Source: an optimization exercise on an open RTL-to-GDS flow (aim: small area and a short achievable clock period). Production flows keep margins and buffers that such runs may drop.
RTL that was checked went through simulation tests only; none was proved equivalent to the original.
No activity file was given, so power comes from the tool's default toggle rates.

run a:
## spi_slave_ram_burst
module spi_slave_ram_burst #(
    parameter int WIDTH     = 8,
    parameter int MEM_DEPTH = 256,
    parameter int AUTO_INC  = 1
) (
    input  logic clk,
    input  logic rst,
    input  logic SS_n,
    input  logic MOSI,
    output logic MISO,
    output logic busy,
    output logic frame_err
);
    logic             r_recv;
    logic             r_exec;
    logic             r_rdout;
    logic             r_done;
    logic             r_busy;
    logic [3:0]       r_cnt;
    logic [9:0]       r_shift;
    logic [7:0]       r_wr_addr;
    logic [7:0]       r_rd_addr;
    logic [7:0]       r_waddr;
    logic [7:0]       r_wdata;
    logic [7:0]       r_rbuf;
    logic             r_miso;
    logic             r_frame_err;
    logic [1:0]       w_cmd;
    logic [7:0]       w_payload;
    logic             w_hit;
    logic [7:0]       w_dout;
    logic             w_last;
    logic             w_wload;
    assign w_cmd     = r_shift[9:8];
    assign w_payload = r_shift[7:0];
    assign w_last    = (r_cnt == 4'd9);
    assign w_wload   = r_exec && (w_cmd == spi_ram_pkg::CMD_WR_DATA);
    spi_sp_ram #(
        .WIDTH (WIDTH)
    ) u_ram (
        .clk   (clk),
        .wload (w_wload),
        .waddr (r_waddr),
        .wdata (r_wdata),
        .raddr (r_rd_addr),
        .hit   (w_hit),
        .dout  (w_dout)
    );
    always_ff @(posedge clk) begin
        r_shift <= {r_shift[8:0], MOSI};
    end
    always_ff @(posedge clk) begin
        if (!r_busy || (r_recv && w_last))
            r_cnt <= '0;
        else if (r_recv || r_rdout)
            r_cnt <= r_cnt + 1'b1;
    end
    always_ff @(posedge clk) begin
        if (w_wload) begin
            r_waddr <= r_wr_addr;
            r_wdata <= w_payload;
        end
    end
    always_ff @(posedge clk) begin
        if (r_rdout)
            r_rbuf <= {r_rbuf[6:0], 1'b0};
        else if (w_hit)
            r_rbuf <= w_dout;
    end
    always_ff @(posedge clk or posedge rst) begin
        if (rst) begin
            r_recv      <= 1'b0;
            r_exec      <= 1'b0;
            r_rdout     <= 1'b0;
            r_done      <= 1'b0;
            r_busy      <= 1'b0;
            r_wr_addr   <= '0;
  ...
Size in the first run: roughly 2200 flip-flops, about 7 I/O pins, roughly 0.049 mm2 of cells after synthesis.
clock: 4.5 ns
lec_check: 0
cap_margin: 20
core_margin: 2
core_utilization: 70
cts_buf_list: sky130_fd_sc_hd__clkbuf_16
cts_cluster_diameter: 60
cts_cluster_size: 30
setup_slack_margin: 2.5
slew_margin: 20
tns_end_percent: 100
run.sh (not shown) runs the stock make flow with config.mk's settings and CLKGATE_MAP_FILE= SYNTH_SCRIPT=/design/flow/synth_recipe.tcl, a recipe that flattens the netlist after the stock synthesis.
The inputs of run b differ from those of run a as listed below.
diff --git a/flow/config.mk b/flow/config.mk
--- a/flow/config.mk
+++ b/flow/config.mk
@@ -7,0 +8 @@
+export ABC_AREA = 1
@@ -10 +11 @@
-export CORE_UTILIZATION = 70
+export CORE_UTILIZATION = 80
@@ -13 +14 @@
-export CTS_CLUSTER_SIZE = 30
+export CTS_CLUSTER_SIZE = 24
[summary]
- First-pass GRT wire length: run b vs run a up about 28%
- From run a to run b the numbers moved as follows: wire length now sits higher; number of different library cells in the post-synthesis netlist now smaller; global-route usage has increased; worst hold slack has remained practically unchanged; data arrival time of the critical path shows a reduction of 1.36 ns.
- Looking at run b and run a, the final non-filler cell area is a wash.


spi_slave_ram_burst, a different RTL version from the one above (not shown whole).
For scale: ~2900 cells after synthesis, ~2100 flip-flops, ~7 I/O pins, ~49000 sq um of cells after synthesis.
Settings: LEC_CHECK=0, CAP_MARGIN=20, CORE_MARGIN=2, CORE_UTILIZATION=80, CTS_BUF_LIST=sky130_fd_sc_hd__clkbuf_16, CTS_CLUSTER_DIAMETER=60, CTS_CLUSTER_SIZE=30, SETUP_SLACK_MARGIN=0.5, SLEW_MARGIN=20, TNS_END_PERCENT=10; clock period 4.5 ns.
The first run completed with no timing, DRC or antenna violations.
Next try:
Settings changed: CORE_UTILIZATION 80 to 70, SETUP_SLACK_MARGIN 0.5 to 2.5.
Power increases slightly.
Clock-buffer cell count goes up by 4.
Core utilization fell by 10 points.
Maximum frequency increases by roughly a tenth.
Worst setup slack improved by 0.27 ns.
Die area is higher by about a fifth.
Cell count goes up by a few percent.
No run of this note included a check of the RTL's function; only the layout flow was run.


The RTL this note starts from:
==> flow/design.v <==
`default_nettype none
`timescale 1ns/1ps
package spi_ram_pkg;
    localparam logic [1:0] CMD_WR_ADDR = 2'b00;
    localparam logic [1:0] CMD_WR_DATA = 2'b01;
    localparam logic [1:0] CMD_RD_ADDR = 2'b10;
    localparam logic [1:0] CMD_RD_DATA = 2'b11;
endpackage
`default_nettype wire
`default_nettype none
`timescale 1ns/1ps
module spi_sp_ram #(
    parameter int WIDTH = 8,
    parameter int RINGS = 32,
    parameter int SLOTS = 8
) (
    input  logic                         clk,
    input  logic [7:0]                   waddr,
    input  logic [WIDTH-1:0]             wdata,
    input  logic [7:0]                   raddr,
    output logic                         hit,
    output logic [WIDTH-1:0]             dout
);
    localparam int SW = $clog2(SLOTS);
    logic [SW-1:0]                 r_phase;
    logic [RINGS*SLOTS*WIDTH-1:0]  r_ring;
    logic [SW-1:0]                 w_rj1;
    logic [WIDTH-1:0]              w_tap [RINGS];
    logic                          w_wphase;
    always_ff @(posedge clk) begin
        r_phase <= r_phase + 1'b1;
    end
    assign w_wphase = (r_phase == waddr[SW-1:0]);
    assign w_rj1    = raddr[SW-1:0] + 1'b1;
    assign hit      = (r_phase == w_rj1);
    genvar r, k;
    generate
        for (r = 0; r < RINGS; r++) begin : g_ring
            logic w_we;
            assign w_we = w_wphase && (waddr[7:SW] == r);
            for (k = 0; k < SLOTS - 1; k++) begin : g_slot
                always_ff @(posedge clk) begin
                    r_ring[(r*SLOTS + k)*WIDTH +: WIDTH] <= r_ring[(r*SLOTS + k + 1)*WIDTH +: WIDTH];
                end
            end
            assign w_tap[r] = r_ring[(r*SLOTS + SLOTS - 1)*WIDTH +: WIDTH];
            always_ff @(posedge clk) begin
                r_ring[(r*SLOTS + SLOTS - 1)*WIDTH +: WIDTH] <=
                    w_we ? wdata : r_ring[(r*SLOTS)*WIDTH +: WIDTH];
            end
        end
    endgenerate
    assign dout = w_tap[raddr[7:SW]];
endmodule
`default_nettype wire
`default_nettype none
`timescale 1ns/1ps
module spi_slave_ram_burst #(
    parameter int WIDTH     = 8,
    parameter int MEM_DEPTH = 256,
    parameter int AUTO_INC  = 1
) (
    input  logic clk,
    input  logic rst,
    input  logic SS_n,
    input  logic MOSI,
    output logic MISO,
    output logic busy,
    output logic frame_err
);
    logic             r_recv;
    logic             r_exec;
    logic             r_rdout;
    logic             r_done;
    logic             r_busy;
    logic [3:0]       r_cnt;
    logic [9:0]       r_shift;
    logic [7:0]       r_wr_addr;
    logic [7:0]       r_rd_addr;
    logic [7:0]       r_waddr;
    logic [7:0]       r_wdata;
    logic [7:0]       r_rbuf;
    logic             r_miso;
    logic             r_frame_err;
    logic [1:0]       w_cmd;
    logic [7:0]       w_payload;
    logic             w_hit;
    logic [7:0]       w_dout;
    logic             w_last;
    assign w_cmd     = r_shift[9:8];
    assign w_payload = r_shift[7:0];
    assign w_last    = (r_cnt == 4'd9);
    spi_sp_ram #(
        .WIDTH (WIDTH)
    ) u_ram (
        .clk   (clk),
        .waddr (r_waddr),
        .wdata (r_wdata),
        .raddr (r_rd_addr),
        .hit   (w_hit),
        .dout  (w_dout)
    );
    always_ff @(posedge clk) begin
        r_shift <= {r_shift[8:0], MOSI};
    end
    always_ff @(posedge clk) begin
        if (!r_busy || (r_recv && w_last))
            r_cnt <= '0;
        else if (r_recv || r_rdout)
            r_cnt <= r_cnt + 1'b1;
    end
    always_ff @(posedge clk) begin
        if (r_exec && (w_cmd == spi_ram_pkg::CMD_WR_DATA)) begin
            r_waddr <= r_wr_addr;
            r_wdata <= w_payload;
        end
    end
    always_ff @(posedge clk) begin
        if (r_rdout)
            r_rbuf <= {r_rbuf[6:0], 1'b0};
        else if (w_hit)
            r_rbuf <= w_dout;
    end
    always_ff @(posedge clk or posedge rst) begin
        if (rst) begin
            r_recv      <= 1'b0;
            r_exec      <= 1'b0;
            r_rdout     <= 1'b0;
            r_done      <= 1'b0;
            r_busy      <= 1'b0;
            r_wr_addr   <= '0;
            r_rd_addr   <= '0;
            r_miso      <= 1'b0;
            r_frame_err <= 1'b0;
        end else begin
            r_recv      <= (!r_busy && !SS_n) || (r_recv && !SS_n && !w_last);
            r_exec      <= r_recv && !SS_n && w_last;
            r_rdout     <= (r_exec && !SS_n && (w_cmd == spi_ram_pkg::CMD_RD_DATA)) ||
                           (r_rdout && !SS_n && (r_cnt != 4'd8));
            r_done      <= (r_exec && !SS_n && (w_cmd != spi_ram_pkg::CMD_RD_DATA)) ||
                           (r_rdout && !SS_n && (r_cnt == 4'd8)) ||
                           (r_done && !SS_n);
            r_busy      <= !SS_n;
            r_miso      <= r_rdout && !SS_n && (r_cnt != 4'd8) && r_rbuf[7];
            r_frame_err <= r_recv && SS_n;
            if (r_exec) begin
                case (w_cmd)
                    spi_ram_pkg::CMD_WR_ADDR: r_wr_addr <= w_payload;
                    spi_ram_pkg::CMD_WR_DATA: r_wr_addr <= r_wr_addr + 1'b1;
                    spi_ram_pkg::CMD_RD_ADDR: r_rd_addr <= w_payload;
                    default:                  r_rd_addr <= r_rd_addr + 1'b1;
                endcase
            end
        end
    end
    assign MISO      = r_miso;
    assign busy      = r_busy;
    assign frame_err = r_frame_err;
endmodule
`default_nettype wire
Settings: LEC_CHECK=0, CAP_MARGIN=20, CORE_MARGIN=2, CORE_UTILIZATION=40, SETUP_SLACK_MARGIN=2.5, SLEW_MARGIN=20, TNS_END_PERCENT=10; clock period 4.5 ns.
The first run completed without violations.
Edit:
- CORE_UTILIZATION: 40 -> 70
- CTS_BUF_LIST: default -> sky130_fd_sc_hd__clkbuf_16
- CTS_CLUSTER_DIAMETER: default -> 60
- CTS_CLUSTER_SIZE: default -> 30
What happened: The new run finished with timing, DRC and antenna clean; clock power drops by 40%; cell area fell by 7.7%; register-to-register slack got worse by 170 ps; cell count drops by 18%.
Edit:
- CTS_BUF_LIST: sky130_fd_sc_hd__clkbuf_16 -> sky130_fd_sc_hd__clkbuf_8
- CTS_CLUSTER_DIAMETER: 60 -> 50
- CTS_CLUSTER_SIZE: 30 -> 16
The changed run passed the timing, DRC and antenna checks; setup slack loses 19 ps; die area is unchanged; global-route usage shrinks by 1.6 points; synthesized area stays the same; cell area is about the same; synthesized cell count stays the same; via count goes up by 0.36%; fmax goes down by 0.77%; critical path depth grows by 2.
Function was not checked in any run of this note: the RTL went through the layout flow alone.

==> port drivers added, routing unchanged <==
Ports are ideal in the flow. The routed layouts listed here were re-timed in OpenROAD. Step 1, drivers: a clkbuf_16 drives clk and a buf_2 each remaining input, both assumed. Step 2 times the ports against the registers' clock, not the clock port: input delays grow and output delays shrink by t, the midpoint of the rising clock arrivals with the driver on. Three values: ideal ports, drivers, drivers and shift; two values: the first two.
run	t (ns)	setup WS [ns]	clock arrival spread, ns	slew at the worst register clock pin (ns)	worst slew at a driven data input, ns
run a	0.730	2.336 / 2.336 / 2.336	0.023 / 0.023	0.11 / 0.11	0.03
run b	0.753	2.399 / 2.330 / 2.477	0.053 / 0.052	0.12 / 0.12	0.03
the first run of note 2	0.740	1.925 / 1.856 / 1.963	0.035 / 0.036	0.12 / 0.12	0.04
the second run of note 2	0.724	2.190 / 2.190 / 2.190	0.032 / 0.032	0.11 / 0.11	0.04
the first run of note 3	0.849	2.193 / 2.193 / 2.193	0.031 / 0.031	0.07 / 0.07	0.03
the second run of note 3	0.744	2.018 / 2.018 / 2.018	0.043 / 0.043	0.12 / 0.12	0.05
the third run of note 3	0.903	1.999 / 1.999 / 1.999	0.052 / 0.052	0.12 / 0.12	0.04
After both steps every run listed still meets setup and hold.
